From an optimization exercise on the open Yosys and OpenROAD flow, aimed at small area, a short achievable clock period and few clock cycles per item; shortcuts taken in it are not production practice.
At most, simulation tests tie the RTL to the original design; equivalence was not proved.
No functional check of the RTL was part of run 8.
Power is estimated from default activity; no workload was simulated.

### flow/design.v
module zigzag_rle (
  input  logic       clk,
  input  logic       reset,
  input  logic [8:0] dctq,
  input  logic       dctq_valid,
  input  logic [5:0] addr,
  output logic       hold,
  output logic [5:0] rle_run,
  output logic [8:0] rle_level,
  output logic       rle_eob,
  output logic       rle_valid,
  input  logic       rle_ready,
  output logic       overflow
);
  localparam logic [383:0] ZZ =
    384'hffedefdbdf35ba77e6b74efacec95e5cf59d92bcb9e31aa371538718d51b8a9c2885a4cc1442d2660611283089408040;
  logic [8:0]  mem [0:63];      
  logic        q0_v, blk, full;
  logic [5:0]  q0_a;
  logic [7:0]  q0_hi, q0_lo;    
  logic [8:0]  q0_d;
  logic        commit, blk_end, load, ld_ok;
  logic [63:0] pend;            
  logic [63:0] pend_r;          
  logic [63:0] nz;              
  logic [5:0]  an;              
  logic        q0_vn, blk_n, full_n;
  logic        room;            
  genvar g;
  generate
    for (g = 0; g < 64; g++) begin : g_map
      assign pend_r[ZZ[6*g +: 6]] = pend[g];
      if (g == 63) begin : g_last
        assign nz[g] = full ? |mem[63] : |q0_d;
      end else begin : g_other
        assign nz[g] = |mem[ZZ[6*g +: 6]];
      end
    end
  endgenerate
  assign commit  = q0_v & ~hold;
  assign blk_end = commit & q0_hi[7] & q0_lo[7];
  assign load    = ld_ok & room & (full | blk_end);
  assign an      = hold ? q0_a : addr;
  assign q0_vn   = hold | dctq_valid;
  assign blk_n   = load ? (an != 6'd0)
                        : (hold ? pend_r[q0_a] : pend_r[addr]);
  assign full_n  = (full | blk_end) & ~load;
  always_ff @(posedge clk) begin
    for (int r = 0; r < 64; r++)
      if (commit && q0_hi[r / 8] && q0_lo[r % 8]) mem[r] <= q0_d;
    if (!hold) begin
      q0_a <= addr;
      for (int i = 0; i < 8; i++) begin
        q0_hi[i] <= addr[5:3] == 3'(i);
        q0_lo[i] <= addr[2:0] == 3'(i);
      end
      q0_d <= dctq;
    end
  end
  logic        eob_due;
  logic        sel_v;           
  logic [7:0]  sel_g, sel_l;    
  logic [7:0]  grp, gfirst, lfirst, glow;
  logic [63:0] lower;           
  always_comb begin
    for (int j = 0; j < 8; j++)
      grp[j] = |pend[8*j +: 8];
    for (int j = 0; j < 8; j++) begin
      glow[j] = 1'b0;
      for (int m = 0; m < j; m++)
        glow[j] = glow[j] | grp[m];
      gfirst[j] = grp[j] & ~glow[j];
    end
    for (int k = 0; k < 64; k++) begin
      lower[k] = glow[k / 8];
      for (int m = 8 * (k / 8); m < k; m++)
        lower[k] = lower[k] | pend[m];
    end
    lfirst = 8'd0;
    for (int j = 0; j < 8; j++)
      for (int i = 0; i < 8; i++)
        lfirst[i] = lfirst[i] | (pend[8*j + i] & ~lower[8*j + i]);
  end
  logic       e1_v, e2_v, e1_eob, e2_eob;
  logic [5:0] e1_run, e2_run;
  logic [8:0] e1_level, e2_level;
  logic       rv;                  
  logic       s0, s1, s2, le2, le3, deq;
  assign deq = rle_valid & rle_ready;
  assign s0  = ~sel_v & ~rv;
  assign s1  = sel_v ^ rv;
  assign s2  = sel_v & rv;
  assign le2 = (s0 & ~e2_v) | (s1 & ~e1_v) | (s2 & ~rle_valid);
  assign le3 = s0 | (s1 & ~e2_v) | (s2 & ~e1_v);
  assign room = deq ? le3 : le2;
  logic       slot_empty, eob_now;
  assign slot_empty = ~|sel_g;
  assign eob_now    = sel_v & slot_empty & eob_due;
  always_ff @(posedge clk) begin
    if (reset) begin
      q0_v     <= 1'b0;
      blk      <= 1'b0;
      hold     <= 1'b0;
      full     <= 1'b0;
      overflow <= 1'b0;
      pend     <= 64'd0;
      ld_ok    <= 1'b0;
      eob_due  <= 1'b0;
      sel_v    <= 1'b0;
    end else begin
      if (dctq_valid && hold) overflow <= 1'b1;
      q0_v <= q0_vn;
      blk  <= blk_n;
      full <= full_n;
      hold <= q0_vn & (blk_n | full_n);
      sel_v <= room;
      pend <= (pend & (lower | {64{~room}})) |
              ({64{load}} & nz & ~64'd1);
      if (eob_now) eob_due <= 1'b0;
      if (load)    eob_due <= 1'b1;
      ld_ok <= ~load & (~eob_due | eob_now);
    end
  end
  always_ff @(posedge clk) begin
    sel_g   <= gfirst | {7'd0, load};
    sel_l   <= lfirst | {7'd0, load};
  end
  logic [8:0] rd_level, byte_lv [0:7];
  logic [5:0] rd_run, p_o, sel_k;    
  logic [8:0] r_level;
  logic [5:0] r_run;
  logic       r_eob;
  always_comb begin
    sel_k = 6'd0;
    for (int j = 0; j < 8; j++) begin
      if (sel_g[j]) sel_k[5:3] = sel_k[5:3] | 3'(j);
      if (sel_l[j]) sel_k[2:0] = sel_k[2:0] | 3'(j);
    end
    rd_level = 9'd0;
    for (int j = 0; j < 8; j++) begin
      byte_lv[j] = 9'd0;
      for (int i = 0; i < 8; i++)
        if (sel_l[i]) byte_lv[j] = byte_lv[j] | mem[ZZ[6*(8*j + i) +: 6]];
      if (sel_g[j]) rd_level = rd_level | byte_lv[j];
    end
    rd_run = slot_empty ? 6'd0 : sel_k + ~p_o;
  end
  always_ff @(posedge clk) begin
    if (reset)                     p_o <= 6'd63;
    else if (sel_v && !slot_empty) p_o <= sel_k;
    else if (eob_now)              p_o <= 6'd63;
    r_level <= rd_level;
    r_run   <= rd_run;
    r_eob   <= slot_empty;
  end
  always_ff @(posedge clk) begin
    if (reset) begin
      rv        <= 1'b0;
      rle_valid <= 1'b0;
      e1_v      <= 1'b0;
      e2_v      <= 1'b0;
    end else begin
      rv <= sel_v & (~slot_empty | eob_due);
      if (deq) begin
        rle_valid <= e1_v | rv;
        e1_v      <= e2_v | (e1_v & rv);
        e2_v      <= e2_v & rv;
      end else begin
        rle_valid <= rle_valid | rv;
        e1_v      <= e1_v | (rle_valid & rv);
        e2_v      <= e2_v | (e1_v & rv);
      end
    end
  end
  always_ff @(posedge clk) begin
    if (deq ? e1_v : !rle_valid) begin
      rle_eob   <= deq ? e1_eob   : r_eob;
      rle_run   <= deq ? e1_run   : r_run;
      rle_level <= deq ? e1_level : r_level;
    end else if (deq) begin
      rle_eob   <= r_eob;
      rle_run   <= r_run;
      rle_level <= r_level;
    end
    if (deq ? e2_v : !e1_v) begin
      e1_eob   <= deq ? e2_eob   : r_eob;
      e1_run   <= deq ? e2_run   : r_run;
      e1_level <= deq ? e2_level : r_level;
    end else if (deq) begin
      e1_eob   <= r_eob;
      e1_run   <= r_run;
      e1_level <= r_level;
    end
    if (deq || !e2_v) begin
      e2_eob   <= r_eob;
      e2_run   <= r_run;
      e2_level <= r_level;
    end
  end
endmodule
### flow/run.sh
#!/bin/bash
# synth_recipe.tcl (not shown) runs the flow's synth.tcl, then flattens the netlist and writes it again
# the make line also repeats each setting of config.mk as NAME=value (left out here)
make -C /OpenROAD-flow-scripts/flow DESIGN_CONFIG=/design/flow/config.mk WORK_HOME=/design/flow/orfs CLKGATE_MAP_FILE= SYNTH_SCRIPT=/design/flow/synth_recipe.tcl finish
### flow/config.mk
export PLATFORM = sky130hd
export DESIGN_NAME = zigzag_rle
export DESIGN_NICKNAME = zigzag_rle
export VERILOG_FILES = /design/flow/design.v
export SDC_FILE = /design/flow/constraint.sdc
export NUM_CORES = 4
export LEC_CHECK = 0
export ABC_CLOCK_PERIOD_IN_PS = 2500
export CAP_MARGIN = 20
export CORE_MARGIN = 2
export CORE_UTILIZATION = 40
export SETUP_SLACK_MARGIN = 2.5
export SLEW_MARGIN = 20
export TNS_END_PERCENT = 0
### flow/constraint.sdc
create_clock -name core_clock -period 5.0 [get_ports {clk}]
set_input_delay 1.0000 -clock core_clock [delete_from_list [all_inputs] [get_ports {clk}]]
set_output_delay 1.0000 -clock core_clock [all_outputs]
set_load 0.01 [all_outputs]
==> results of run 1 <==
## layout by cell type (no fill, tap or decap), drive strengths merged, types with 14 or more instances in the layout
cell / n
a22oi: 325
o21ai: 37
mux2i: 14
clkbuf: 107
inv: 34
nand4: 86
mux2: 34
o31ai: 18
a21oi: 76
buf: 82
nor2: 118
o41ai: 55
and3: 72
clkinv: 24
nand3: 31
clkdlybuf4s50: 30
nor4: 74
nand2: 82
nor3: 37
edfxtp: 649
dfxtp: 119
a31oi: 18
## registers in the layout, summed over array words and instances (netlist names), 8 cells and up
register,count
e2_level,9
q0_lo,8
sel_l,8
sel_g,8
pend,64
e1_level,9
r_level,9
rle_level,9
q0_hi,8
mem,576
q0_d,9
## per-layer routing
layer / GRT usage, % / part of all wire, % / wire length, µm
met5: 0 / 0 / 0
met4: 9.61 / 4.1 / 3840
met3: 4.65 / 9.4 / 8860
met2: 37.3 / 45 / 42800
met1: 32.8 / 41 / 39000
## cell type report
type / count / area, µm² / share of cell area, %
inverters: 33 / 140 / 0.396
repair buffers: 118 / 1040 / 2.94
clock inverters: 37 / 445 / 1.26
well taps: 978 / 1220 / 3.46
flip-flops and latches: 768 / 21900 / 61.9
repair inverters: 1 / 8.76 / 0.0247
clock buffers: 107 / 2260 / 6.38
multi-input cells: 1203 / 8370 / 23.7
diodes: 5 / 12.5 / 0.0353
## Yosys cell counts (all sizes together) (5+ instances only)
master | count | area share [%]
and3 | 72 | 1.5
clkbuf | 116 | 1.4
edfxtp | 649 | 64
o31ai | 18 | 0.44
o41ai | 55 | 1.6
o21ai | 37 | 0.61
inv | 32 | 0.39
nand4 | 86 | 1.8
nand2 | 82 | 1.0
mux4 | 12 | 0.90
nand3 | 31 | 0.52
nor2b | 6 | 0.12
buf | 5 | 0.13
o22ai | 6 | 0.12
a31oi | 18 | 0.37
mux2 | 34 | 1.3
a32oi | 5 | 0.14
nand3b | 6 | 0.19
a22oi | 325 | 8.0
dfxtp | 119 | 7.8
nor4 | 74 | 1.6
mux2i | 14 | 0.46
nor3 | 37 | 0.62
nand2b | 8 | 0.16
nor2 | 118 | 1.4
a21oi | 76 | 1.2
nor3b | 8 | 0.20
or4 | 10 | 0.25
ha | 7 | 0.29
## kinds of logic (layout without fill, tap and decap cells)
logic type	count (synthesis)	in the layout	synth area share, %
AOI/OAI and AO/OA	573	573	13.5
muxes	60	60	2.61
buffers and inverters	154	296	1.96
and+or+nand+nor	558	558	9.90
adders and majority gates	8	8	0.352
other	0	5	0
DFF	768	768	71.6
xor gates and xnor gates	4	4	0.115
## repair_timing
| action | 4_1_cts | 5_1_grt |
|---|---|---|
| hold buffers | 0 | 0 |
| buffers inserted | 18 | 17 |
| pin swaps | 5 | 2 |
| setup endpoints to repair | 98 | 105 |
| gates resized for setup | 41 | 30 |
| gates cloned | 0 | 1 |
## path summary, 6_finish.rpt
| path | cells past startpoint | slack [ns] | endpoint | from |
|---|---|---|---|---|
| worst max-delay path | 5 | 2.33 | r_level[0]$_DFF_P_ | sel_l[0]$_DFF_P_ |
| worst min-delay path | 0 | 0.47 | e2_run[0]$_DFFE_PP_ | r_run[0]$_SDFF_PP0_ |
| worst max register to register | 5 | 2.33 | r_level[0]$_DFF_P_ | sel_l[0]$_DFF_P_ |
| worst min register to register | 0 | 0.47 | e2_run[0]$_DFFE_PP_ | r_run[0]$_SDFF_PP0_ |
## where the power goes
group / total [mW] / switching [mW] / internal, mW
registers: 7.14 / 0.0968 / 7.04
clock network: 6.06 / 2.46 / 3.60
logic: 0.741 / 0.519 / 0.223
==> results.json, run 1 <==
{
  "outcome": "no timing/DRC/antenna violations",
  "dieWidth_um": 280,
  "wl_per_cell_um": 29.1,
  "fin_skew_ns": 0.0270,
  "drive_gt1_share_pct": 13.9,
  "rows": 101,
  "synth_enable_flop_cells": 649,
  "worst-endpoint-arrival_ns": 3.13,
  "first_pass_iters": 6,
  "crit_type": "register to register",
  "ys_types": 73,
  "drc": 0,
  "layout.cells.non_filler": 3250,
  "cp_max_fo": 45,
  "relSlewSlack_pct": 37.5,
  "floorplan.initialDensity_pct": 40.3,
  "grt_pass1_vias": 20400,
  "grt_pass1_wl_mm": 137,
  "synthFlopType": "edfxtp_1",
  "path_delay_family": "compound AO/OA/AOI/OAI gates",
  "nNetsFinal": 2232,
  "synth_fp_nets": 2152,
  "finalCriticalPeriod_ns": 2.67,
  "cp-end-kind": "register",
  "core-area_um2": 75800,
  "fin_crit_sh_pct": 53.4,
  "cts_buffers": 80,
  "io_buffers": 37,
  "ys_seq_elements": 768,
  "cp_slowest_cell": "a22oi_1",
  "hold_path.class": "register to register",
  "cts.sinks": 768,
  "clock.fmax_mhz": 375,
  "ant_nets": 0,
  "vias": 20700,
  "netlist_instances": 2125,
  "rsz0062_at_grt": "yes",
  "cp_cell_sequence": "buf_4, a22oi_1, nand4_1, a22oi_1, nand4_1",
  "htreeDepth": 3,
  "fin_area_um2": 35400,
  "avgSynthCellArea_um2": 14.4,
  "ys_warn_count": 3,
  "grt_overflow": 0,
  "cp_num_buf_inv": 1,
  "maxCapViolations": 0,
  "path_clk_slew_ns": 0.06,
  "track_usage_pct": 23.9,
  "p_leak_nw": 11.8,
  "drt-total-wl_mm": 94.5,
  "worst_skew_pair.late_latency_ns": 0.65,
  "syn_to_final_growth_pct": 15.9,
  "dp_cells": 3065,
  "max_stage_delay_ns": 0.56,
  "setup_ws_ns": 2.33,
  "clock_path_buffers": 3,
  "startpoint_type": "register",
  "hold-worst-slack_ns": 0.471,
  "viasPerCell": 6.37,
  "async_flop_share_pct": 0,
  "post-place-ws_ns": 1.05,
  "netlist_area_um2": 30500,
  "place_area_um2": 32100,
  "slew_violations": 0,
  "grt_start_max_net_pins": 66,
  "worst_pin_slew_ns": 0.937,
  "critPathRequiredTime_ns": 5.46,
  "ios": 38,
  "hpwl_mm": 64.4,
  "gp_congestion": 1.00,
  "cts_tree": "built",
  "dr.first_iter.drc_count": 2496,
  "cts-root-buf": "clkbuf_16",
  "ir_drop_uv": 272,
  "ys_seq_area_share_pct": 71.6,
  "die-area_um2": 78600,
  "setup_viol": 0,
  "fin_util_pct": 46.7,
  "fin_total_pwr_mw": 13.9,
  "p_per_area_nw_per_um2": 394,
  "final.setup.tns_ns": 0,
  "antenna_found_initial": 2,
  "die_h_um": 280,
  "final-hold-violation-count": 0,
  "fillerInstances": 6593
}
Testbench counts, summed over its fixed seeds: cycles 26,026, blocks 384.
==> run 2: changes to the inputs <==
--- a/flow/config.mk
+++ b/flow/config.mk
@@ -13,2 +13 @@
 export SLEW_MARGIN = 20
-export TNS_END_PERCENT = 0
==> run 2 against run 1 <==
Net effect: die area did not move; total power fell by 0.49%; clock power fell by 2%; setup slack improved by 0.12 ns; fmax rose by 4.9%; still clean; clock-buffer cell count fell by 8; worst hold slack improved by 0.011 ns; register-to-register slack improved by 0.12 ns; critical endpoint is now r_level[1]$_DFF_P_; sequential share of layout area fell by 0.85 points; largest cell class unchanged.
==> results.json, run 2 <==
{
  "netlist_area_um2": 30500,
  "hold-worst-slack_ns": 0.482,
  "p_per_area_nw_per_um2": 386,
  "grt_start_max_net_pins": 66,
  "path_clk_slew_ns": 0.07,
  "dr.first_iter.drc_count": 2653,
  "clock_path_buffers": 3,
  "met3_length_mm": 9.36,
  "floorplan.initialDensity_pct": 40.3,
  "clock_power_share_pct": 42.9,
  "synth_mux_area_share_pct": 2.61,
  "grt_pass1_wl_mm": 138,
  "yosys.area_share.simple_pct": 9.90,
  "netlist_top_cells_area": "edfxtp_1, a22oi_1, dfxtp_1",
  "outcome": "no timing/DRC/antenna violations",
  "htreeDepth": 3,
  "worst_skew_pair.late_latency_ns": 0.66,
  "nNetsFinal": 2243,
  "cts.sinks": 768,
  "crit_type": "register to register",
  "comb_power_share_pct": 5.6,
  "wl_per_cell_um": 29.7,
  "wl_met1_mm": 40.3,
  "dieWidth_um": 280,
  "netlist_instances": 2125,
  "syn_to_final_growth_pct": 17.6,
  "yosysTopAreaCellShare_pct": 63.8,
  "cts_buffers": 79,
  "setup_viol": 0,
  "ys_types": 73,
  "grt_overflow": 0,
  "synth_fa_ha_area_share_pct": 0.352,
  "reg2reg_slack_ns": 2.45,
  "setup_ws_ns": 2.45,
  "drt-total-wl_mm": 96.8,
  "whs_endpoint": "e2_run[1]$_DFFE_PP_",
  "avgSynthCellArea_um2": 14.4,
  "vias": 20900,
  "fin_crit_sh_pct": 50.9,
  "ys_seq_area_share_pct": 71.6,
  "rows": 101,
  "final-hold-violation-count": 0,
  "drc": 0,
  "die_h_um": 280,
  "synth_enable_flop_cells": 649,
  "worstReg2RegStart": "sel_l[0]$_DFF_P_",
  "post-place-ws_ns": 1.03,
  "maxCapViolations": 0,
  "regArea_um2": 21900,
  "worst-r2r-cell-count": 5,
  "fin_skew_ns": 0.0321,
  "worst-endpoint-arrival_ns": 2.98,
  "top_register": "mem",
  "slew_violations": 0,
  "ios": 38,
  "ys_seq_elements": 768,
  "r2r-end": "r_level[1]$_DFF_P_",
  "cp_max_fo": 54,
  "ir_drop_uv": 250,
  "viasPerCell": 6.41,
  "yosysMostFrequentCell": "edfxtp_1",
  "largest_reg_flops": 576,
  "cp-end-kind": "register",
  "clock.fmax_mhz": 393,
  "synth_common_cells": "edfxtp_1, a22oi_1, dfxtp_1",
  "wl_met2_mm": 44.0,
  "synth_fp_nets": 2152,
  "startpoint_type": "register",
  "internal_power_mw": 10.7,
  "cts_tree": "built",
  "final.setup.tns_ns": 0,
  "layout_commonest_cell": "edfxtp_1",
  "grt_pass1_vias": 20200,
  "track_usage_pct": 24.1,
  "worst_pin_slew_ns": 0.934,
  "hpwl_mm": 63.2,
  "io_buffers": 37,
  "hold_path.class": "register to register",
  "dp_cells": 3055,
  "ant_nets": 0,
  "rsz0062_at_grt": "yes",
  "finalCriticalPeriod_ns": 2.55,
  "relSlewSlack_pct": 37.7,
  "p_switching_mw": 3.16,
  "reg.largest.list": "mem: 576 flops, pend: 64 flops",
  "antenna_found_initial": 5,
  "fillerInstances": 6592,
  "synth_xor_xnor_area_share_pct": 0.115,
  "multi_input_area_um2": 8740,
  "core-area_um2": 75800,
  "routed.top_layer": "met5",
  "worstHoldStart": "r_run[1]$_SDFF_PP0_",
  "synthFlopType": "edfxtp_1",
  "p_leak_nw": 11.9,
  "layout.cells.non_filler": 3263,
  "synth_area_leader_cell": "edfxtp_1",
  "holdBufCountCts": 0,
  "ys_warn_count": 3,
  "critPathRequiredTime_ns": 5.43,
  "drive_gt1_share_pct": 16.6,
  "die-area_um2": 78600,
  "mostFrequentLayoutCells": "edfxtp_1, a22oi_1, nor2_1, dfxtp_1, nand4_1",
  "whs_path_depth": 0,
  "async_flop_share_pct": 0,
  "first_pass_iters": 5,
  "gp_congestion": 0.972,
  "fin_util_pct": 47.4,
  "sequentialPowerShare_pct": 51.5,
  "synth-compound-area-share_pct": 13.5,
  "swShare_pct": 22.8,
  "synth_top_family_by_area": "compound AO/OA/AOI/OAI gates",
  "cts-root-buf": "clkbuf_16"
}
run 2: worst max path at each step:
| stage | start | cells after the start | to |
|---|---|---|---|
| 3_3_place_gp | rle_ready | 9 | pend[56]$_SDFF_PP0_ |
| 3_5_place_dp | rle_ready | 9 | pend[56]$_SDFF_PP0_ |
| 4_1_cts | pend[9]$_SDFF_PP0_ | 8 | pend[45]$_SDFF_PP0_ |
| 2_1_floorplan | rle_ready | 9 | pend[32]$_SDFF_PP0_ |
| 6_report | sel_l[0]$_DFF_P_ | 5 | r_level[1]$_DFF_P_ |
| 5_1_grt | pend[9]$_SDFF_PP0_ | 8 | pend[45]$_SDFF_PP0_ |
run 2: what timing repair did:
item                                    CTS  global route
pin swaps                                 6            11
cloned                                    1             1
resized for setup                        96            29
setup buffers                            35            21
endpoints found under the hold margin     0             0
endpoints found under the setup margin  105            74
run 2: power groups by stage:
stage | clock network, mW | logic, mW | registers (mW)
after CTS | 6.03 | 0.721 | 7.15
after detailed placement | 0 | 0.662 | 7.29
after global placement | 0 | 0.654 | 7.29
after global routing | 6.29 | 0.816 | 7.14
final | 5.96 | 0.778 | 7.14
after floorplan | 0 | 0.326 | 7.26
run 2: kinds of logic after synthesis:
kind of cell	after synthesis
AND/OR/NAND/NOR	558
AO/OA/AOI/OAI	573
flip-flops	768
XOR/XNOR	4
adder cells (fa/ha/maj)	8
buffers and inverters	154
multiplexers	60
run 2: worst max-delay path, stage by stage, from the launching register on:
cell	delay (ns)
dfxtp_2	0.48
buf_6	0.30
a22oi_1	0.29
nand4_1	0.27
a22oi_1	0.53
nand4_1	0.32
run 2: layer usage:
layer | global-route usage (%) | vias up
met5 | 0 | -
met4 | 8.42 | 2
met3 | 5.33 | 173
met2 | 37.4 | 1209
met1 | 33.4 | 10600
li1 | - | 8906
run 2: metrics by stage:
stage	area, µm²	total power [mW]
after floorplan	31000	7.59
after global placement	32300	7.94
after detailed placement	32300	7.95
after CTS	35600	13.9
after global routing	35900	14.3
final	35900	13.9
run 2: area by class of cell:
class | count | area share [%]
clock inverters | 48 | 1.31
flip-flops and latches | 768 | 61.0
well taps | 978 | 3.41
inverters | 33 | 0.390
multi-input cells | 1203 | 24.3
clock buffers | 99 | 6.00
repair buffers | 130 | 3.51
repair inverters | 1 | 0.0244
diodes | 3 | 0.0209
==> run 3: changes to the inputs <==
--- a/flow/config.mk
+++ b/flow/config.mk
@@ -13 +13,2 @@
 export SLEW_MARGIN = 20
+export TNS_END_PERCENT = 10
==> run 3 against run 2 <==
Net effect: register-to-register slack barely moved; die area did not move; final cell count fell by 0.28%; critical path depth rose by 5; flip-flop and latch count did not move; via count fell by 0.87%; synthesized cell count did not move; cell area fell by 1.3%; first-iteration DRC count fell by 1.6%; sequential share of layout area rose by 0.81 points; non-clock buffer count fell by 14; critical path type unchanged; clock skew barely moved.
==> results.json, run 3 <==
{
  "holdBufCountCts": 0,
  "critPathRequiredTime_ns": 5.55,
  "gr-usage-met1_pct": 32.9,
  "antenna_found_initial": 4,
  "whs_path_depth": 0,
  "synth_area_leader_cell": "edfxtp_1",
  "worst-endpoint-arrival_ns": 3.10,
  "nNetsFinal": 2231,
  "final.setup.tns_ns": 0,
  "rows": 101,
  "finalCriticalPeriod_ns": 2.54,
  "cp_max_fo": 6,
  "grt_overflow": 0,
  "clock_path_buffers": 3,
  "cts_tree": "built",
  "p_leak_nw": 11.8,
  "r2r-end": "sel_l[6]$_DFF_P_",
  "ios": 38,
  "synth_fp_nets": 2152,
  "worst_pin_slew_ns": 0.967,
  "clock.fmax_mhz": 394,
  "die_h_um": 280,
  "ys_seq_elements": 768,
  "p_switching_mw": 3.08,
  "ant_nets": 0,
  "avgSynthCellArea_um2": 14.4,
  "cts.sinks": 768,
  "fin_crit_sh_pct": 50.8,
  "sequentialPowerShare_pct": 51.5,
  "reg2reg_slack_ns": 2.46,
  "io_buffers": 37,
  "vias": 20700,
  "p_per_area_nw_per_um2": 392,
  "netlist_top_cells_area": "edfxtp_1, a22oi_1, dfxtp_1",
  "maxCapViolations": 0,
  "die-area_um2": 78600,
  "netlist_instances": 2125,
  "cts-root-buf": "clkbuf_16",
  "yosysTopAreaCellShare_pct": 63.8,
  "floorplan.initialDensity_pct": 40.3,
  "ys_warn_count": 3,
  "dr.first_iter.drc_count": 2611,
  "drive_gt1_share_pct": 14.8,
  "synthFlopType": "edfxtp_1",
  "regArea_um2": 21900,
  "final-hold-violation-count": 0,
  "first_pass_iters": 6,
  "worst-r2r-cell-count": 10,
  "ir_drop_uv": 194,
  "worst_skew_pair.late_latency_ns": 0.64,
  "clock_power_share_pct": 43.3,
  "drt-total-wl_mm": 95.1,
  "mostFrequentLayoutCells": "edfxtp_1, a22oi_1, nor2_1, dfxtp_1, nand4_1",
  "yosysMostFrequentCell": "edfxtp_1",
  "ys_types": 73,
  "swShare_pct": 22.2,
  "top_register": "mem",
  "comb_power_share_pct": 5.2,
  "worstReg2RegStart": "pend[10]$_SDFF_PP0_",
  "path_clk_slew_ns": 0.06,
  "relSlewSlack_pct": 35.5,
  "outcome": "no timing/DRC/antenna violations",
  "internal_power_mw": 10.8,
  "htreeDepth": 3,
  "cp-end-kind": "register",
  "grt_start_max_net_pins": 66,
  "fin_skew_ns": 0.0320,
  "layout_commonest_cell": "edfxtp_1",
  "hold_path.class": "register to register",
  "drc": 0,
  "startpoint_type": "register",
  "busiest_layer": "met2",
  "largest_reg_flops": 576,
  "wl_per_cell_um": 29.2,
  "multi_input_area_um2": 8500,
  "async_flop_share_pct": 0,
  "rsz0062_at_grt": "yes",
  "hpwl_mm": 64.7,
  "grt_pass1_wl_mm": 138,
  "core-area_um2": 75800,
  "startpoint": "pend[10]$_SDFF_PP0_",
  "synth_enable_flop_cells": 649,
  "fin_util_pct": 46.7,
  "dieWidth_um": 280,
  "gp_congestion": 1.03,
  "fillerInstances": 6562,
  "grt_pass1_vias": 20400,
  "cts_buffers": 81,
  "reg.largest.list": "mem: 576 flops, pend: 64 flops",
  "crit_type": "register to register",
  "viasPerCell": 6.37,
  "slew_violations": 0,
  "netlist_area_um2": 30500,
  "syn_to_final_growth_pct": 16.0,
  "setup_viol": 0,
  "critPathCapture": "sel_l[6]$_DFF_P_",
  "met3_usage_pct": 4.84,
  "synth_common_cells": "edfxtp_1, a22oi_1, dfxtp_1",
  "ys_seq_area_share_pct": 71.6,
  "track_usage_pct": 24.1,
  "use_met2_pct": 37.4
}
## run 3: cell counts after synthesis
Identical to the previous run, type by type.
## run 3: worst min-delay path by stage
stage | start | to | slack, ns
after floorplan | r_eob$_DFF_P_ | e2_eob$_DFFE_PP_ | 0.42
after global placement | overflow$_SDFFE_PP0P_ | overflow$_SDFFE_PP0P_ | 0.45
after detailed placement | r_level[4]$_DFF_P_ | e2_level[4]$_DFFE_PP_ | 0.45
after CTS | r_level[4]$_DFF_P_ | e2_level[4]$_DFFE_PP_ | 0.47
after global routing | r_level[4]$_DFF_P_ | e2_level[4]$_DFFE_PP_ | 0.48
final | r_level[4]$_DFF_P_ | e2_level[4]$_DFFE_PP_ | 0.47
## run 3: power by group through the flow
stage / registers [mW] / logic [mW] / clock network [mW]
after floorplan: 7.26 / 0.323 / 0
after global placement: 7.29 / 0.635 / 0
after detailed placement: 7.29 / 0.643 / 0
after CTS: 7.15 / 0.684 / 6.10
after global routing: 7.16 / 0.773 / 6.35
final: 7.15 / 0.730 / 6.02
## run 3: cell type report
class,instances,share of cell area [%]
diodes,5,0.0353
clock buffers,106,6.16
clock inverters,44,1.30
inverters,33,0.381
multi-input cells,1204,24.0
flip-flops and latches,768,61.8
well taps,978,3.45
repair buffers,116,2.87
## run 3: through the flow
stage / cells / instance area [µm²] / setup WS [ns] / power [mW] / hold slack [ns]
after floorplan: 2125 / 30700 / 2.37 / 7.59 / 0.419
after global placement: 3060 / 32100 / 0.999 / 7.92 / 0.451
after detailed placement: 3060 / 32100 / 1.04 / 7.93 / 0.448
after CTS: 3229 / 35100 / 2.33 / 13.9 / 0.466
after global routing: 3249 / 35400 / 2.37 / 14.3 / 0.483
final: 3254 / 35400 / 2.46 / 13.9 / 0.470
## run 3: critical path, cell delays in order (launching register included)
cell	delay, ns
dfxtp_4	0.34
or3_4	0.39
or4b_4	0.53
nor4_4	0.17
buf_6	0.19
buf_4	0.15
buf_4	0.11
nand4_1	0.20
o21ai_1	0.15
a221oi_1	0.06
nand3_1	0.17
## run 3: logic make-up (layout without fill, tap and decap cells)
| logic type | Yosys count | after routing | synth area share [%] |
|---|---|---|---|
| flip-flops | 768 | 768 | 71.6 |
| AO/OA/AOI/OAI | 573 | 573 | 13.5 |
| AND/OR/NAND/NOR | 558 | 558 | 9.90 |
| buffers and inverters | 154 | 299 | 1.96 |
| multiplexers | 60 | 61 | 2.61 |
| adder cells (fa/ha/maj) | 8 | 8 | 0.352 |
| XOR/XNOR | 4 | 4 | 0.115 |
| other | 0 | 5 | 0 |
## run 3: timing repair
item                                    in CTS  in global routing
resized for setup                           61                 59
cloned                                       1                  0
setup buffers                               18                 20
pin swaps                                    9                 11
endpoints found under the setup margin     103                 88
## run 3: metal layers
metal,share of wire (%),up-vias
met1,41,10400
met4,4.2,0
met5,0,-
met2,46,1229
li1,-,8886
met3,9.4,199
==> run 4: changes to the inputs <==
--- a/flow/config.mk
+++ b/flow/config.mk
@@ -10,3 +10,4 @@
 export CORE_MARGIN = 2
-export CORE_UTILIZATION = 40
+export CORE_UTILIZATION = 55
+export PLACE_DENSITY = 0.7
 export SETUP_SLACK_MARGIN = 2.5
==> run 4 against run 3 <==
Net effect: sequential share of layout area rose by 1.4 points; combinational power decreased by 4.7%; still clean on timing, DRC and antenna; clock-buffer cell count is the same; synthesized cell count unchanged; worst hold slack worse by 0.021 ns; final cell count down 8.3%; core utilization grew 16 points; via count is 0.39% higher; fmax down 4.6%; critical path type unchanged; sequential power is essentially flat; clock skew shrank 0.010 ns; critical path depth down 3.
==> results.json, run 4 <==
{
  "dieWidth_um": 240,
  "gp_congestion": 1.03,
  "swShare_pct": 22.2,
  "ios": 38,
  "critPathRequiredTime_ns": 5.49,
  "top_register": "mem",
  "synth_common_cells": "edfxtp_1, a22oi_1, dfxtp_1",
  "mostFrequentLayoutCells": "edfxtp_1, a22oi_1, nor2_1, dfxtp_1, nand4_1",
  "setup_ws_ns": 2.34,
  "ant_nets": 0,
  "cp_max_fo": 5,
  "floorplan.initialDensity_pct": 55.6,
  "grt_overflow": 0,
  "slew_violations": 0,
  "comb_power_share_pct": 5.2,
  "maxCapViolations": 0,
  "drive_gt1_share_pct": 12.6,
  "startpoint_type": "register",
  "io_buffers": 37,
  "synth_area_leader_cell": "edfxtp_1",
  "p_switching_mw": 2.97,
  "avgSynthCellArea_um2": 14.4,
  "die-area_um2": 57400,
  "antenna_found_initial": 3,
  "clock_power_share_pct": 41.4,
  "sequentialPowerShare_pct": 53.4,
  "clock.fmax_mhz": 376,
  "rsz0062_at_grt": "yes",
  "grt_pass1_wl_mm": 132,
  "post-place-ws_ns": 0.983,
  "layout_commonest_cell": "edfxtp_1",
  "dr.first_iter.drc_count": 2868,
  "yosysTopAreaCellShare_pct": 63.8,
  "fin_total_pwr_mw": 13.4,
  "setup_viol": 0,
  "worst_pin_slew_ns": 1.10,
  "clock_path_buffers": 3,
  "outcome": "no timing/DRC/antenna violations",
  "wl_per_cell_um": 30.1,
  "ys_warn_count": 3,
  "p_leak_nw": 11.5,
  "ys_seq_area_share_pct": 71.6,
  "netlist_area_um2": 30500,
  "grt_start_max_net_pins": 80,
  "yosysMostFrequentCell": "edfxtp_1",
  "crit_type": "register to register",
  "ir_drop_uv": 281,
  "viasPerCell": 6.98,
  "path_clk_slew_ns": 0.07,
  "synth_enable_flop_cells": 649,
  "hold-worst-slack_ns": 0.449,
  "cts_tree": "built",
  "first_pass_iters": 6,
  "drt-total-wl_mm": 89.8,
  "largest_reg_flops": 576,
  "finalCriticalPeriod_ns": 2.66,
  "fin_crit_sh_pct": 53.3,
  "ys_seq_elements": 768,
  "hold_path.class": "register to register",
  "hpwl_mm": 59.9,
  "rows": 86,
  "synthFlopType": "edfxtp_1",
  "cts_buffers": 77,
  "relSlewSlack_pct": 26.9,
  "p_per_area_nw_per_um2": 387,
  "track_usage_pct": 31.6,
  "synth_fp_nets": 2152,
  "async_flop_share_pct": 0,
  "cts.sinks": 768,
  "vias": 20800,
  "grt_pass1_vias": 20200,
  "htreeDepth": 3,
  "cts-root-buf": "clkbuf_16",
  "netlist_instances": 2125,
  "die_h_um": 240,
  "fillerInstances": 4011,
  "final-hold-violation-count": 0,
  "reg.largest.list": "mem: 576 flops, pend: 64 flops",
  "worst_skew_pair.late_latency_ns": 0.62,
  "core-area_um2": 55000,
  "reg2reg_slack_ns": 2.34,
  "final.setup.tns_ns": 0,
  "ys_types": 73,
  "syn_to_final_growth_pct": 13.4,
  "fin_skew_ns": 0.0221,
  "cp-end-kind": "register",
  "drc": 0,
  "nNetsFinal": 2204,
  "internal_power_mw": 10.4,
  "worst-endpoint-arrival_ns": 3.15,
  "netlist_top_cells_area": "edfxtp_1, a22oi_1, dfxtp_1"
}
## run 4: per-layer routing
layer	track usage, %	share of wire (%)	up-vias
met1	44.6	40	10400
met2	47.3	45	1365
met3	7.54	11	222
li1	-	-	8800
met5	0	0	-
met4	13.1	4.5	0
## run 4: worst paths after layout
check                startpoint                     to  depth (start not counted)
max          pend[9]$_SDFF_PP0_       sel_l[5]$_DFF_P_                          7
min          r_level[8]$_DFF_P_  e2_level[8]$_DFFE_PP_                          0
max reg2reg  pend[9]$_SDFF_PP0_       sel_l[5]$_DFF_P_                          7
min reg2reg  r_level[8]$_DFF_P_  e2_level[8]$_DFFE_PP_                          0
## run 4: worst max-delay path, stage by stage, from the launching register on
cell and delay [ns]:
dfxtp_4 0.36, or3_4 0.41, or4b_4 0.54, nor4_4 0.20
buf_6 0.19, nand3b_4 0.09, or3_4 0.39, o311ai_2 0.35
## run 4: cell type report
type	count	area, µm²	area share, %
antenna	2	5.00	0.0145
clock buffer	106	2200	6.36
clock inverter	29	206	0.596
inverter	33	126	0.365
multi-input combinational	1203	8420	24.3
sequential	768	21900	63.3
tap	748	936	2.70
timing repair buffer	94	833	2.41
## run 4: power groups by stage
stage | registers [mW] | logic (mW) | clock network, mW
after floorplan | 7.26 | 0.323 | 0
after global placement | 7.29 | 0.617 | 0
after detailed placement | 7.29 | 0.626 | 0
after CTS | 7.15 | 0.653 | 5.60
after global routing | 7.16 | 0.735 | 5.85
final | 7.16 | 0.696 | 5.56
## run 4: cells by family after synthesis
logic type / count (synthesis) / share of synthesized area [%]
compound gates: 573 / 13.5
mux: 60 / 2.61
buf+inv: 154 / 1.96
simple gates: 558 / 9.90
flops: 768 / 71.6
fa+ha+maj: 8 / 0.352
xor+xnor: 4 / 0.115
## run 4: stage by stage
stage | utilization [%] | cells | cell area [µm²]
CTS | 62.6 | 2972 | 34400
floorplan | - | 2125 | 30700
global route | 63.0 | 2981 | 34600
global placement | 57.7 | 2825 | 31700
finish | 63.0 | 2983 | 34600
detailed placement | 57.7 | 2825 | 31700
## run 4: what timing repair did
item / in CTS / in global routing
gates cloned: 0 / 0
resized for setup: 53 / 22
hold buffers: 0 / 0
setup buffers: 12 / 9
pin swaps: 6 / 5
endpoints found under the setup margin: 89 / 82
==> run 5: changes to the inputs <==
--- a/flow/config.mk
+++ b/flow/config.mk
@@ -10,4 +10,5 @@
 export CORE_MARGIN = 2
-export CORE_UTILIZATION = 55
-export PLACE_DENSITY = 0.7
+export CORE_UTILIZATION = 40
+export CTS_CLUSTER_DIAMETER = 80
+export CTS_CLUSTER_SIZE = 20
 export SETUP_SLACK_MARGIN = 2.5
==> run 5 against run 4 <==
Net effect: clock power is 27% lower; clock-buffer cell count down 32; critical path depth fell by 2; routed wire length is 4.5% higher; critical path type unchanged.
==> results.json, run 5 <==
{
  "fin_total_pwr_mw": 11.9,
  "holdBufCountCts": 0,
  "netlist_area_um2": 30500,
  "yosysTopAreaCellShare_pct": 63.8,
  "cp_max_fo": 63,
  "fin_crit_sh_pct": 52.1,
  "top_register": "mem",
  "netlist_top_cells_area": "edfxtp_1, a22oi_1, dfxtp_1",
  "internal_power_mw": 9.16,
  "clock.fmax_mhz": 384,
  "p_leak_nw": 11.2,
  "core-area_um2": 75800,
  "drc": 0,
  "synth_area_leader_cell": "edfxtp_1",
  "final.setup.tns_ns": 0,
  "async_flop_share_pct": 0,
  "clock_power_share_pct": 33.9,
  "final-hold-violation-count": 0,
  "relSlewSlack_pct": 35.6,
  "largest_reg_flops": 576,
  "dr.first_iter.drc_count": 2434,
  "synth_common_cells": "edfxtp_1, a22oi_1, dfxtp_1",
  "io_buffers": 37,
  "clock_path_buffers": 3,
  "ys_seq_area_share_pct": 71.6,
  "cts.sinks": 768,
  "comb_power_share_pct": 6.0,
  "synth_mux_area_share_pct": 2.61,
  "path_clk_slew_ns": 0.08,
  "gp_congestion": 1.03,
  "ys_seq_elements": 768,
  "grt_pass1_vias": 20000,
  "track_usage_pct": 23.6,
  "viasPerCell": 6.43,
  "layout_commonest_cell": "edfxtp_1",
  "swShare_pct": 23.1,
  "ant_nets": 0,
  "floorplan.initialDensity_pct": 40.3,
  "slew_violations": 0,
  "synth_fp_nets": 2152,
  "drt-total-wl_mm": 93.9,
  "p_per_area_nw_per_um2": 348,
  "critPathRequiredTime_ns": 5.43,
  "antenna_found_initial": 4,
  "yosysMostFrequentCell": "edfxtp_1",
  "vias": 20500,
  "fin_skew_ns": 0.0290,
  "crit_type": "register to register",
  "ios": 38,
  "hold_path.class": "register to register",
  "worst_pin_slew_ns": 0.965,
  "grt_start_max_net_pins": 66,
  "synth_fa_ha_area_share_pct": 0.352,
  "worst-endpoint-arrival_ns": 3.04,
  "sequentialPowerShare_pct": 60.0,
  "p_switching_mw": 2.74,
  "netlist_instances": 2125,
  "yosys.area_share.simple_pct": 9.90,
  "nNetsFinal": 2197,
  "die-area_um2": 78600,
  "die_h_um": 280,
  "ir_drop_uv": 267,
  "first_pass_iters": 7,
  "cp-end-kind": "register",
  "reg.largest.list": "mem: 576 flops, pend: 64 flops",
  "worst-r2r-cell-count": 5,
  "rows": 101,
  "ys_types": 73,
  "setup_viol": 0,
  "hpwl_mm": 64.7,
  "synth_top_family_by_area": "compound AO/OA/AOI/OAI gates",
  "startpoint_type": "register",
  "cts_tree": "built",
  "synth_enable_flop_cells": 649,
  "grt_overflow": 0,
  "cts_buffers": 47,
  "htreeDepth": 2,
  "synth-compound-area-share_pct": 13.5,
  "grt_pass1_wl_mm": 136,
  "cts-root-buf": "clkbuf_16",
  "worst_skew_pair.late_latency_ns": 0.62,
  "drive_gt1_share_pct": 12.1,
  "avgSynthCellArea_um2": 14.4,
  "mostFrequentLayoutCells": "edfxtp_1, a22oi_1, nor2_1, dfxtp_1, nand4_1",
  "finalCriticalPeriod_ns": 2.61,
  "whs_path_depth": 0,
  "syn_to_final_growth_pct": 11.9,
  "rsz0062_at_grt": "yes",
  "synth_xor_xnor_area_share_pct": 0.115,
  "maxCapViolations": 0,
  "dieWidth_um": 280,
  "wl_per_cell_um": 29.4,
  "synthFlopType": "edfxtp_1",
  "ys_warn_count": 3,
  "outcome": "no timing/DRC/antenna violations"
}
==> run 5: changes by cell type in the layout (fill, tap and decap cells not counted), moves of 4 or more <==
| cell | previous run | this run |
|---|---|---|
| clkbuf_1 | 19 | 25 |
| buf_4 | 50 | 68 |
| clkdlybuf4s50_1 | 32 | 28 |
| clkbuf_16 | 83 | 47 |
| clkinv_2 | 15 | 3 |
| clkinv_1 | 8 | 0 |
==> run 5: cells by family (layout without fill, tap and decap cells) <==
logic type	count (synthesis)	in the layout
flip-flops	768	768
AO/OA/AOI/OAI	573	573
AND/OR/NAND/NOR	558	558
buffers and inverters	154	237
multiplexers	60	61
adder cells (fa/ha/maj)	8	8
XOR/XNOR	4	4
other	0	4
==> run 5: critical path, stage by stage (launching register included) <==
cell and delay (ns):
dfxtp_2 0.44, buf_4 0.45, a22oi_1 0.30, nand4_1 0.35
a22oi_1 0.59, nand4_1 0.23
==> run 5: through the flow <==
step                      cells  hold WS [ns]  instance area [µm²]  setup slack, ns  util (%)
after floorplan            2125         0.419                30700             2.37         -
after detailed placement   3060         0.448                32100             1.04      42.3
after global placement     3060         0.451                32100            0.999      42.3
final                      3191         0.473                34200             2.39      45.1
after CTS                  3166         0.468                33800             2.34      44.6
after global routing       3187         0.494                34200             2.35      45.1
==> run 5: path summary, 6_finish.rpt <==
kind,slack [ns],start,to
min,0.47,r_level[4]$_DFF_P_,e2_level[4]$_DFFE_PP_
max reg2reg,2.39,sel_l[2]$_DFF_P_,r_level[0]$_DFF_P_
min reg2reg,0.47,r_level[4]$_DFF_P_,e2_level[4]$_DFFE_PP_
max,2.39,sel_l[2]$_DFF_P_,r_level[0]$_DFF_P_
==> run 5: per-layer routing <==
| metal | routed length (µm) | vias to the layer above | share of wire (%) | track usage (%) |
|---|---|---|---|---|
| met3 | 8510 | 194 | 9.1 | 4.45 |
| met2 | 42800 | 1155 | 46 | 36.9 |
| met5 | 0 | - | 0 | 0 |
| met1 | 38700 | 10400 | 41 | 32.8 |
| met4 | 3910 | 0 | 4.2 | 9.19 |
| li1 | - | 8784 | - | - |
==> run 5: power by group through the flow <==
| stage | logic [mW] | clock network (mW) | registers (mW) |
|---|---|---|---|
| 2_1_floorplan | 0.323 | 0 | 7.26 |
| 3_3_place_gp | 0.635 | 0 | 7.29 |
| 3_5_place_dp | 0.643 | 0 | 7.29 |
| 4_1_cts | 0.677 | 4.11 | 7.14 |
| 5_1_grt | 0.763 | 4.32 | 7.15 |
| 6_report | 0.719 | 4.04 | 7.14 |
==> run 5: cell type report <==
cell class / count / area (µm²)
fill: 6700 / 41600
multi-input combinational: 1204 / 8440
clock inverter: 14 / 159
sequential: 768 / 21900
tap: 978 / 1220
inverter: 33 / 140
timing repair buffer: 116 / 1010
antenna: 4 / 10.0
clock buffer: 74 / 1290
==> run 5: repair_timing <==
| action | CTS | global route |
|---|---|---|
| setup endpoints to repair | 98 | 92 |
| gates cloned | 1 | 1 |
| resized for setup | 55 | 50 |
| pin swaps | 6 | 7 |
| buffers inserted | 17 | 20 |
==> run 6: changes to the inputs <==
--- a/flow/config.mk
+++ b/flow/config.mk
@@ -12,3 +12,3 @@
 export CTS_CLUSTER_DIAMETER = 80
-export CTS_CLUSTER_SIZE = 20
+export CTS_CLUSTER_SIZE = 26
 export SETUP_SLACK_MARGIN = 2.5
==> run 6 against run 5 <==
Net effect: still clean on timing, DRC and antenna; combinational power shrank 0.6%; critical path depth up 3; sequential share of layout area increased by 0.47 points; die area stayed put; via count grew 0.17%; routed wire length about the same; clock power down 5.9%; setup slack got worse by 0.0081 ns; total power fell by 2.0%; non-clock buffer count shrank 13; critical endpoint is now hold$_SDFF_PP0_.
==> results.json, run 6 <==
{
  "path_clk_slew_ns": 0.09,
  "floorplan.initialDensity_pct": 40.3,
  "htreeDepth": 2,
  "maxCapViolations": 0,
  "mostFrequentLayoutCells": "edfxtp_1, a22oi_1, nor2_1, dfxtp_1, nand4_1",
  "ir_drop_uv": 209,
  "worst_pin_slew_ns": 0.970,
  "cts_buffers": 40,
  "relSlewSlack_pct": 35.3,
  "rsz0062_at_grt": "yes",
  "wl_met1_mm": 38.6,
  "critPathRequiredTime_ns": 5.48,
  "io_buffers": 37,
  "hold_path.class": "register to register",
  "grt_pass1_wl_mm": 136,
  "vias": 20500,
  "reg2reg_slack_ns": 2.41,
  "yosysMostFrequentCell": "edfxtp_1",
  "layout_commonest_cell": "edfxtp_1",
  "die_h_um": 280,
  "first_pass_iters": 8,
  "track_usage_pct": 23.7,
  "antenna_cells": 0,
  "gp_congestion": 1.03,
  "grt_start_max_net_pins": 66,
  "final.setup.tns_ns": 0,
  "drt-total-wl_mm": 93.9,
  "wl_met2_mm": 42.8,
  "netlist_instances": 2125,
  "fin_util_pct": 44.8,
  "yosysTopAreaCellShare_pct": 63.8,
  "netlist_area_um2": 30500,
  "cp_max_fo": 9,
  "final-hold-violation-count": 0,
  "p_per_area_nw_per_um2": 344,
  "outcome": "no timing/DRC/antenna violations",
  "r2r-end": "r_level[1]$_DFF_P_",
  "worst_skew_pair.late_latency_ns": 0.62,
  "synth_enable_flop_cells": 649,
  "core-area_um2": 75800,
  "synth_common_cells": "edfxtp_1, a22oi_1, dfxtp_1",
  "ant_nets": 0,
  "worstHoldStart": "r_level[4]$_DFF_P_",
  "avgSynthCellArea_um2": 14.4,
  "routed.top_layer": "met4",
  "worstReg2RegStart": "sel_l[2]$_DFF_P_",
  "met3_length_mm": 8.53,
  "drc": 0,
  "netlist_top_cells_area": "edfxtp_1, a22oi_1, dfxtp_1",
  "worst-r2r-cell-count": 5,
  "grt_overflow": 0,
  "cts_tree": "built",
  "p_leak_nw": 11.0,
  "clock_path_buffers": 3,
  "fin_crit_sh_pct": 52.3,
  "die-area_um2": 78600,
  "cts.sinks": 768,
  "rows": 101,
  "grt_pass1_vias": 19900,
  "ios": 38,
  "startpoint_type": "input pin",
  "ys_seq_area_share_pct": 71.6,
  "nNetsFinal": 2177,
  "finalCriticalPeriod_ns": 2.61,
  "syn_to_final_growth_pct": 11.1,
  "crit_type": "input pin to register",
  "synthFlopType": "edfxtp_1",
  "fillerInstances": 6682,
  "slew_violations": 0,
  "ys_types": 73,
  "antenna_found_initial": 4,
  "wl_per_cell_um": 29.7,
  "cts-root-buf": "clkbuf_16",
  "drive_gt1_share_pct": 11.4,
  "whs_path_depth": 0,
  "fin_skew_ns": 0.0360,
  "clock.fmax_mhz": 383,
  "async_flop_share_pct": 0,
  "whs_endpoint": "e2_level[4]$_DFFE_PP_",
  "reg.largest.list": "mem: 576 flops, pend: 64 flops",
  "ys_warn_count": 3,
  "viasPerCell": 6.50,
  "setup_viol": 0,
  "synth_area_leader_cell": "edfxtp_1",
  "dieWidth_um": 280,
  "top_register": "mem",
  "largest_reg_flops": 576,
  "holdBufCountCts": 0,
  "cp-end-kind": "register",
  "ys_seq_elements": 768,
  "synth_fp_nets": 2152,
  "hpwl_mm": 64.7,
  "worst-endpoint-arrival_ns": 3.09,
  "dr.first_iter.drc_count": 2491
}
run 6: cell counts after synthesis:
No cell type changed its count.
run 6: cell type report:
type / count / area [µm²] / share of cell area, %
clock inverters: 15 / 189 / 0.557
well taps: 978 / 1220 / 3.61
clock buffers: 59 / 1110 / 3.28
inverters: 33 / 135 / 0.398
multi-input cells: 1204 / 8460 / 24.9
flip-flops and latches: 768 / 21900 / 64.5
repair buffers: 103 / 911 / 2.68
run 6: cells by family after synthesis:
family                     Yosys count  synth area share (%)
and+or+nand+nor                    558                  9.90
muxes                               60                  2.61
xor gates and xnor gates             4                 0.115
DFF                                768                  71.6
buffers and inverters              154                  1.96
AOI/OAI and AO/OA                  573                  13.5
adders and majority gates            8                 0.352
run 6: metrics by stage:
step | instances | worst slack, ns | hold WS, ns | area [µm²] | total power, mW
2_1_floorplan | 2125 | 2.37 | 0.419 | 30700 | 7.59
3_3_place_gp | 3060 | 0.999 | 0.451 | 32100 | 7.92
6_report | 3160 | 2.39 | 0.479 | 33900 | 11.7
5_1_grt | 3160 | 2.38 | 0.492 | 33900 | 12.0
4_1_cts | 3152 | 2.31 | 0.474 | 33700 | 11.7
3_5_place_dp | 3060 | 1.04 | 0.448 | 32100 | 7.93
run 6: metal layers:
layer | track usage, % | vias up
met5 | 0 | -
met4 | 9.24 | 0
met3 | 4.08 | 210
met2 | 36.8 | 1212
met1 | 33.2 | 10400
li1 | - | 8728
run 6: worst max path at each step:
stage,startpoint,endpoint,slack (ns),cells past startpoint
5_1_grt,pend[9]$_SDFF_PP0_,pend[45]$_SDFF_PP0_,2.38,8
3_5_place_dp,rle_ready,hold$_SDFF_PP0_,1.04,10
2_1_floorplan,rle_ready,pend[32]$_SDFF_PP0_,2.37,9
4_1_cts,addr[2],hold$_SDFF_PP0_,2.31,8
6_report,addr[3],hold$_SDFF_PP0_,2.39,8
3_3_place_gp,rle_ready,hold$_SDFF_PP0_,1.0,10
run 6: what timing repair did:
| item | in CTS | in global routing |
|---|---|---|
| gates resized for setup | 62 | 35 |
| endpoints found under the setup margin | 92 | 91 |
| gates cloned | 1 | 0 |
| pin swaps | 7 | 8 |
| setup buffers | 17 | 8 |
run 6: where the power goes:
part	leakage (nW)	internal [mW]	switching, mW
Sequential	7.01	7.03	0.116
Clock	0.621	1.65	2.15
Combinational	3.36	0.221	0.494
run 6: worst max-delay path: stages:
cell           delay [ns]
dlygate4sd2_1        0.46
mux2i_2              0.40
clkinv_1             0.34
mux2i_2              0.32
mux2i_1              0.11
mux2_2               0.27
nand4_1              0.08
o211ai_1             0.10
==> run 7: changes to the inputs <==
--- a/flow/config.mk
+++ b/flow/config.mk
@@ -12,3 +12,3 @@
 export CTS_CLUSTER_DIAMETER = 80
-export CTS_CLUSTER_SIZE = 26
+export CTS_CLUSTER_SIZE = 16
 export SETUP_SLACK_MARGIN = 2.5
==> run 7 against run 6 <==
Net effect: final cell count up 0.95%; clock power up 14%; core utilization up 0.41 points; register-to-register slack worse by 0.02 ns; first-iteration DRC count up 9.0%; sequential share of layout area down 0.58 points; sequential power about the same; flip-flop and latch count unchanged; via count up 0.14%.
==> results.json, run 7 <==
{
  "worst_pin_slew_ns": 0.958,
  "fin_skew_ns": 0.0200,
  "synth_enable_flop_cells": 649,
  "ant_nets": 0,
  "gp_congestion": 1.03,
  "track_usage_pct": 23.8,
  "ir_drop_uv": 274,
  "yosysTopAreaCellShare_pct": 63.8,
  "die-area_um2": 78600,
  "comb_power_share_pct": 5.8,
  "slew_violations": 0,
  "clock_power_share_pct": 35.5,
  "reg.largest.list": "mem: 576 flops, pend: 64 flops",
  "relSlewSlack_pct": 36.0,
  "antenna_cells": 0,
  "wl_per_cell_um": 29.6,
  "critPathRequiredTime_ns": 5.54,
  "layout_commonest_cell": "edfxtp_1",
  "p_per_area_nw_per_um2": 355,
  "crit_type": "register to register",
  "grt_pass1_wl_mm": 137,
  "cp-end-kind": "register",
  "ys_warn_count": 3,
  "rows": 101,
  "first_pass_iters": 6,
  "internal_power_mw": 9.42,
  "synth_fp_nets": 2152,
  "cp_num_buf_inv": 2,
  "syn_to_final_growth_pct": 12.1,
  "setup_viol": 0,
  "p_leak_nw": 11.1,
  "core-area_um2": 75800,
  "dieWidth_um": 280,
  "finalCriticalPeriod_ns": 2.61,
  "avgSynthCellArea_um2": 14.4,
  "antenna_found_initial": 4,
  "vias": 20600,
  "async_flop_share_pct": 0,
  "io_buffers": 37,
  "worst_skew_pair.late_latency_ns": 0.63,
  "viasPerCell": 6.45,
  "synthFlopType": "edfxtp_1",
  "cp_max_fo": 7,
  "worst-endpoint-arrival_ns": 3.15,
  "grt_pass1_vias": 20200,
  "largest_reg_flops": 576,
  "swShare_pct": 22.6,
  "cts.sinks": 768,
  "top_register": "mem",
  "ios": 38,
  "path_clk_slew_ns": 0.07,
  "cp_slowest_cell": "or4b_4",
  "final.setup.tns_ns": 0,
  "drc": 0,
  "grt_overflow": 0,
  "cts-root-buf": "clkbuf_16",
  "netlist_top_cells_area": "edfxtp_1, a22oi_1, dfxtp_1",
  "startpoint_type": "register",
  "cts_tree": "built",
  "hpwl_mm": 64.7,
  "final-hold-violation-count": 0,
  "die_h_um": 280,
  "drt-total-wl_mm": 94.4,
  "clock.fmax_mhz": 383,
  "synth_area_leader_cell": "edfxtp_1",
  "dr.first_iter.drc_count": 2714,
  "cp_cell_sequence": "or3_4, or4b_4, nor4_4, buf_6, nand3_4, nor3_4, buf_4, a31oi_1, nand3_1",
  "grt_start_max_net_pins": 66,
  "clock_path_buffers": 3,
  "netlist_area_um2": 30500,
  "path_delay_family": "simple AND/OR/NAND/NOR gates",
  "drive_gt1_share_pct": 11.5,
  "ys_types": 73,
  "ys_seq_elements": 768,
  "fin_crit_sh_pct": 52.2,
  "p_switching_mw": 2.75,
  "sequentialPowerShare_pct": 58.7,
  "yosysMostFrequentCell": "edfxtp_1",
  "max_stage_delay_ns": 0.56,
  "netlist_instances": 2125,
  "floorplan.initialDensity_pct": 40.3,
  "outcome": "no timing/DRC/antenna violations",
  "ys_seq_area_share_pct": 71.6,
  "rsz0062_at_grt": "yes",
  "nNetsFinal": 2193,
  "htreeDepth": 2,
  "holdBufCountCts": 0,
  "post-place-ws_ns": 1.04,
  "mostFrequentLayoutCells": "edfxtp_1, a22oi_1, nor2_1, dfxtp_1, nand4_1",
  "hold_path.class": "register to register",
  "maxCapViolations": 0,
  "setup_ws_ns": 2.39,
  "synth_common_cells": "edfxtp_1, a22oi_1, dfxtp_1",
  "cts_buffers": 54
}
==> run 7: cell types whose count changed in the layout (fill, tap and decap cells not counted), moves of 2 or more <==
cell        previous run  this run
clkbuf_1              17        39
clkbuf_16             42        57
buf_4                 57        61
clkinv_8               4         0
inv_6                  4         0
clkbuf_8               0         3
buf_6                  6         4
clkinvlp_4             3         1
inv_16                 2         0
nand2_2                2         4
o31ai_2                2         4
==> run 7: metrics by stage <==
step	instance area [µm²]	hold WS (ns)	power (mW)	std cells	utilization, %
after CTS	34000	0.468	12.2	3180	44.9
final	34200	0.466	12.2	3190	45.2
after detailed placement	32100	0.448	7.93	3060	42.3
after global routing	34200	0.487	12.5	3190	45.2
after floorplan	30700	0.419	7.59	2125	-
after global placement	32100	0.451	7.92	3060	42.3
==> run 7: power by group through the flow <==
stage	logic (mW)	clock network (mW)	registers, mW
after floorplan	0.323	0	7.26
after global placement	0.635	0	7.29
after detailed placement	0.643	0	7.29
after CTS	0.680	4.38	7.14
after global routing	0.752	4.61	7.15
final	0.709	4.32	7.15
==> run 7: path summary, 6_finish.rpt <==
path                       from               endpoint  slack (ns)  cells past startpoint
max          pend[9]$_SDFF_PP0_       sel_l[6]$_DFF_P_        2.39                      9
min reg2reg  r_level[4]$_DFF_P_  e2_level[4]$_DFFE_PP_        0.47                      0
min          r_level[4]$_DFF_P_  e2_level[4]$_DFFE_PP_        0.47                      0
max reg2reg  pend[9]$_SDFF_PP0_       sel_l[6]$_DFF_P_        2.39                      9
==> run 7: layout make-up <==
class	count	area (µm²)
Fill cell	6696	41600
Sequential cell	768	21900
Multi-Input combinational cell	1204	8430
Clock buffer	99	1610
Tap cell	978	1220
Timing Repair Buffer	105	918
Inverter	33	135
Clock inverter	3	15.0
==> run 7: routing by layer <==
metal  vias up  track usage (%)  wire length, µm
met4         0             9.32             3890
li1       8761                -                -
met1     10500             33.3            39700
met5         -                0                0
met3       207             4.15             7860
met2      1153             37.0            42900
==> run 7: cells by family (layout without fill, tap and decap cells) <==
group / count (synthesis) / in the layout / share of synthesized area (%)
buf+inv: 154 / 240 / 1.96
flops: 768 / 768 / 71.6
xor+xnor: 4 / 4 / 0.115
simple gates: 558 / 558 / 9.90
fa+ha+maj: 8 / 8 / 0.352
compound gates: 573 / 573 / 13.5
mux: 60 / 61 / 2.61
==> run 7: what timing repair did <==
action	in CTS	in global routing
setup buffers	17	10
endpoints found under the setup margin	100	94
gates resized for setup	59	35
pin swaps	9	6
gates cloned	1	0
==> run 8: changes to the inputs <==
--- a/flow/design.v
+++ b/flow/design.v
@@ -63,2 +63,4 @@
   logic [7:0]  grp, gfirst, lfirst, glow;
+  logic [7:0]  gne, gnz;        
+  logic        sel_none;        
   logic [63:0] lower;           
@@ -70,4 +72,5 @@
       for (int m = 0; m < j; m++)
-        glow[j] = glow[j] | grp[m];
+        glow[j] = glow[j] | gne[m];
       gfirst[j] = grp[j] & ~glow[j];
+      gnz[j] = |nz[8*j +: 8];
     end
@@ -97,3 +100,3 @@
   assign slot_empty = ~|sel_g;
-  assign eob_now    = sel_v & slot_empty & eob_due;
+  assign eob_now    = sel_v & slot_empty & sel_none & eob_due;
   always_ff @(posedge clk) begin
@@ -106,2 +109,3 @@
       pend     <= 64'd0;
+      gne      <= 8'd0;
       ld_ok    <= 1'b0;
@@ -118,2 +122,3 @@
               ({64{load}} & nz & ~64'd1);
+      gne  <= load ? (gnz & ~8'd0) : grp;
       if (eob_now) eob_due <= 1'b0;
@@ -125,2 +130,3 @@
     sel_g   <= gfirst | {7'd0, load};
+    sel_none <= ~|gne & ~load;
     sel_l   <= lfirst | {7'd0, load};
@@ -162,3 +168,3 @@
     end else begin
-      rv <= sel_v & (~slot_empty | eob_due);
+      rv <= sel_v & (~slot_empty | (eob_due & sel_none));
       if (deq) begin
--- a/flow/config.mk
+++ b/flow/config.mk
@@ -11,4 +11,2 @@
 export CORE_UTILIZATION = 40
-export CTS_CLUSTER_DIAMETER = 80
-export CTS_CLUSTER_SIZE = 16
 export SETUP_SLACK_MARGIN = 2.5
==> run 8 against run 7 <==
Net effect: clock skew is 0.0066 ns higher; final cell count is 6.2% higher; global-route usage is 0.65 points higher; combinational power is 37% higher; die area is 1.6% higher; register-to-register slack better by 0.03 ns; flip-flop and latch count is 9 higher; routed wire length is 4.6% higher; largest power group unchanged; highest routed layer is now met5.
==> results.json, run 8 <==
{
  "hold-worst-slack_ns": 0.396,
  "cts.sinks": 777,
  "fin_crit_sh_pct": 51.6,
  "sequentialPowerShare_pct": 51.4,
  "floorplan.initialDensity_pct": 40.3,
  "wl_per_cell_um": 29.2,
  "rows": 102,
  "p_leak_nw": 11.7,
  "rsz0062_at_grt": "yes",
  "post-place-ws_ns": 1.06,
  "comb_power_share_pct": 6.7,
  "mostFrequentLayoutCells": "edfxtp_1, a22oi_1, nor2_1, dfxtp_1, nor3_1",
  "cts_buffers": 79,
  "synth_common_cells": "edfxtp_1, a22oi_1, nor2_1",
  "worst_pin_slew_ns": 1.05,
  "ys_seq_area_share_pct": 71.0,
  "reg2reg_slack_ns": 2.42,
  "dieWidth_um": 283,
  "outcome": "no timing/DRC/antenna violations",
  "finalCriticalPeriod_ns": 2.58,
  "first_pass_iters": 7,
  "netlist_area_um2": 31000,
  "netlist_top_cells_area": "edfxtp_1, a22oi_1, dfxtp_1",
  "async_flop_share_pct": 0,
  "fin_area_um2": 35500,
  "internal_power_mw": 11.0,
  "vias": 21500,
  "antenna_found_initial": 4,
  "synthFlopType": "edfxtp_1",
  "cp-end-kind": "register",
  "crit_type": "register to register",
  "slew_violations": 0,
  "whs_endpoint": "sel_none$_DFF_P_",
  "gp_congestion": 0.935,
  "setup_ws_ns": 2.42,
  "setup_viol": 0,
  "final-hold-violation-count": 0,
  "hpwl_mm": 66.6,
  "fin_skew_ns": 0.0266,
  "syn_to_final_growth_pct": 14.4,
  "fin_util_pct": 46.1,
  "worst_skew_pair.late_latency_ns": 0.65,
  "drive_gt1_share_pct": 11.0,
  "swShare_pct": 23.9,
  "die_h_um": 283,
  "drt-total-wl_mm": 98.8,
  "ys_seq_elements": 777,
  "die-area_um2": 79800,
  "clock_power_share_pct": 41.9,
  "track_usage_pct": 24.4,
  "ys_warn_count": 3,
  "r2r-end": "gne[7]$_SDFF_PP0_",
  "worstHoldStart": "gne[7]$_SDFF_PP0_",
  "cp_cell_sequence": "and3_2, or2_2, nand3_4, nor4_1, a221oi_1",
  "layout_commonest_cell": "edfxtp_1",
  "cts_tree": "built",
  "whs_path_depth": 1,
  "max_stage_delay_ns": 0.83,
  "worst-endpoint-arrival_ns": 3.08,
  "ys_types": 74,
  "ant_nets": 0,
  "clock.fmax_mhz": 388,
  "reg.largest.list": "mem: 576 flops, pend: 64 flops",
  "final.setup.tns_ns": 0,
  "viasPerCell": 6.36,
  "ios": 38,
  "relSlewSlack_pct": 29.9,
  "cp_max_fo": 11,
  "dr.first_iter.drc_count": 2826,
  "yosysMostFrequentCell": "edfxtp_1",
  "synth_fp_nets": 2258,
  "netlist_instances": 2231,
  "layout.cells.non_filler": 3388,
  "hold_path.class": "register to register",
  "top_register": "mem",
  "p_per_area_nw_per_um2": 405,
  "maxCapViolations": 0,
  "cp_slowest_cell": "edfxtp_1",
  "avgSynthCellArea_um2": 13.9,
  "startpoint_type": "register",
  "yosysTopAreaCellShare_pct": 62.8,
  "worstReg2RegStart": "q0_lo[7]$_DFFE_PN_",
  "place_area_um2": 32500,
  "dp_cells": 3221,
  "largest_reg_flops": 576,
  "fin_total_pwr_mw": 14.4,
  "ir_drop_uv": 262,
  "grt_pass1_vias": 20900,
  "cts-root-buf": "clkbuf_16",
  "critPathRequiredTime_ns": 5.50,
  "io_buffers": 37,
  "synth_enable_flop_cells": 649,
  "grt_start_max_net_pins": 66,
  "grt_overflow": 0,
  "grt_pass1_wl_mm": 142,
  "core-area_um2": 77100,
  "p_switching_mw": 3.44,
  "synth_area_leader_cell": "edfxtp_1",
  "worst-r2r-cell-count": 5,
  "nNetsFinal": 2309,
  "drc": 0,
  "htreeDepth": 3,
  "path_clk_slew_ns": 0.06,
  "antenna_cells": 0,
  "clock_path_buffers": 3
}
-- run 8: worst max path at each step --
stage | from | to | cells after the start
floorplan | rle_ready | sel_l[0]$_DFF_P_ | 10
global placement | rle_ready | gne[0]$_SDFF_PP0_ | 8
detailed placement | rle_ready | gne[0]$_SDFF_PP0_ | 8
CTS | rle_level[6]$_DFFE_PP_ | rle_level[6] | 1
global route | rle_level[0]$_DFFE_PP_ | rle_level[0] | 1
finish | q0_lo[7]$_DFFE_PN_ | gne[7]$_SDFF_PP0_ | 5
-- run 8: worst max-delay path, delay by kind of cell, from the launching register on --
family	cells	cell delay, ns
AND/OR/NAND/NOR	4	1.48
AO/OA/AOI/OAI	1	0.12
flip-flops	1	0.83
-- run 8: routing by layer --
layer	vias up	track usage [%]	routed length, µm
met2	1326	38.3	45500
li1	9150	-	-
met4	2	12.3	5310
met5	-	0	18
met3	236	4.58	9130
met1	10800	32.6	38800
-- run 8: repair_timing --
action                     4_1_cts  5_1_grt
setup endpoints to repair      110       45
hold endpoints to repair         0        0
hold buffers                     0        0
setup buffers                   10        6
resized for setup               28       15
cloned                           4        0
pin swaps                        5        3
-- run 8: power groups by stage --
stage          combinational [mW]  sequential, mW  clock (mW)
2_1_floorplan               0.500            7.46           0
3_3_place_gp                0.890            7.54           0
3_5_place_dp                0.902            7.54           0
4_1_cts                     0.924            7.40        6.10
5_1_grt                      1.03            7.41        6.35
6_report                    0.969            7.40        6.03
-- run 8: kinds of logic after synthesis --
kind of cell             synth area share, %
flip-flops                              71.0
AND/OR/NAND/NOR                         11.7
AO/OA/AOI/OAI                           12.1
buffers and inverters                   2.10
multiplexers                            2.57
adder cells (fa/ha/maj)                0.347
XOR/XNOR                               0.157
-- run 8: final cells by class --
cell class | instances | area [µm²]
multi-input combinational | 1298 | 8510
tap | 1040 | 1300
clock buffer | 101 | 2160
sequential | 777 | 22100
timing repair buffer | 87 | 812
fill | 6843 | 41600
clock inverter | 46 | 510
inverter | 39 | 146

-- static timing again, ports no longer ideal --
The results above use ideal ports. As a check the final layouts listed here were re-extracted and re-timed, cells and wires unchanged. Step 1 sets driving cells, clkbuf_16 on the clock port and buf_2 on the other inputs (assumed; they add their load-dependent delay and slew). Step 2 adds t to the input delays and takes it off the output delays; t is the mean of the earliest and latest rising clock arrival at the registers after step 1. Input paths then give back, and output paths get back, about the clock's delay inside the block. Slacks: no drivers / after step 1 / after step 2; pairs: no drivers / after step 1.
run	t, ns	slack for setup (ns)	worst setup path after step 2	latest minus earliest clock arrival (ns)
run 1	0.703	2.331 / 2.331 / 1.791	input to register	0.029 / 0.028
run 2	0.708	2.455 / 2.455 / 1.911	input to register	0.032 / 0.032
run 3	0.681	2.459 / 2.434 / 1.927	input to register	0.033 / 0.033
run 4	0.674	2.337 / 2.337 / 1.749	input to register	0.024 / 0.024
run 5	0.671	2.394 / 2.394 / 1.934	input to register	0.033 / 0.033
run 6	0.667	2.386 / 2.365 / 1.764	input to register	0.041 / 0.041
run 7	0.689	2.392 / 2.348 / 1.770	input to register	0.022 / 0.022
run 8	0.702	2.421 / 2.405 / 1.857	input to register	0.029 / 0.029
After both steps every run listed still meets setup and hold.
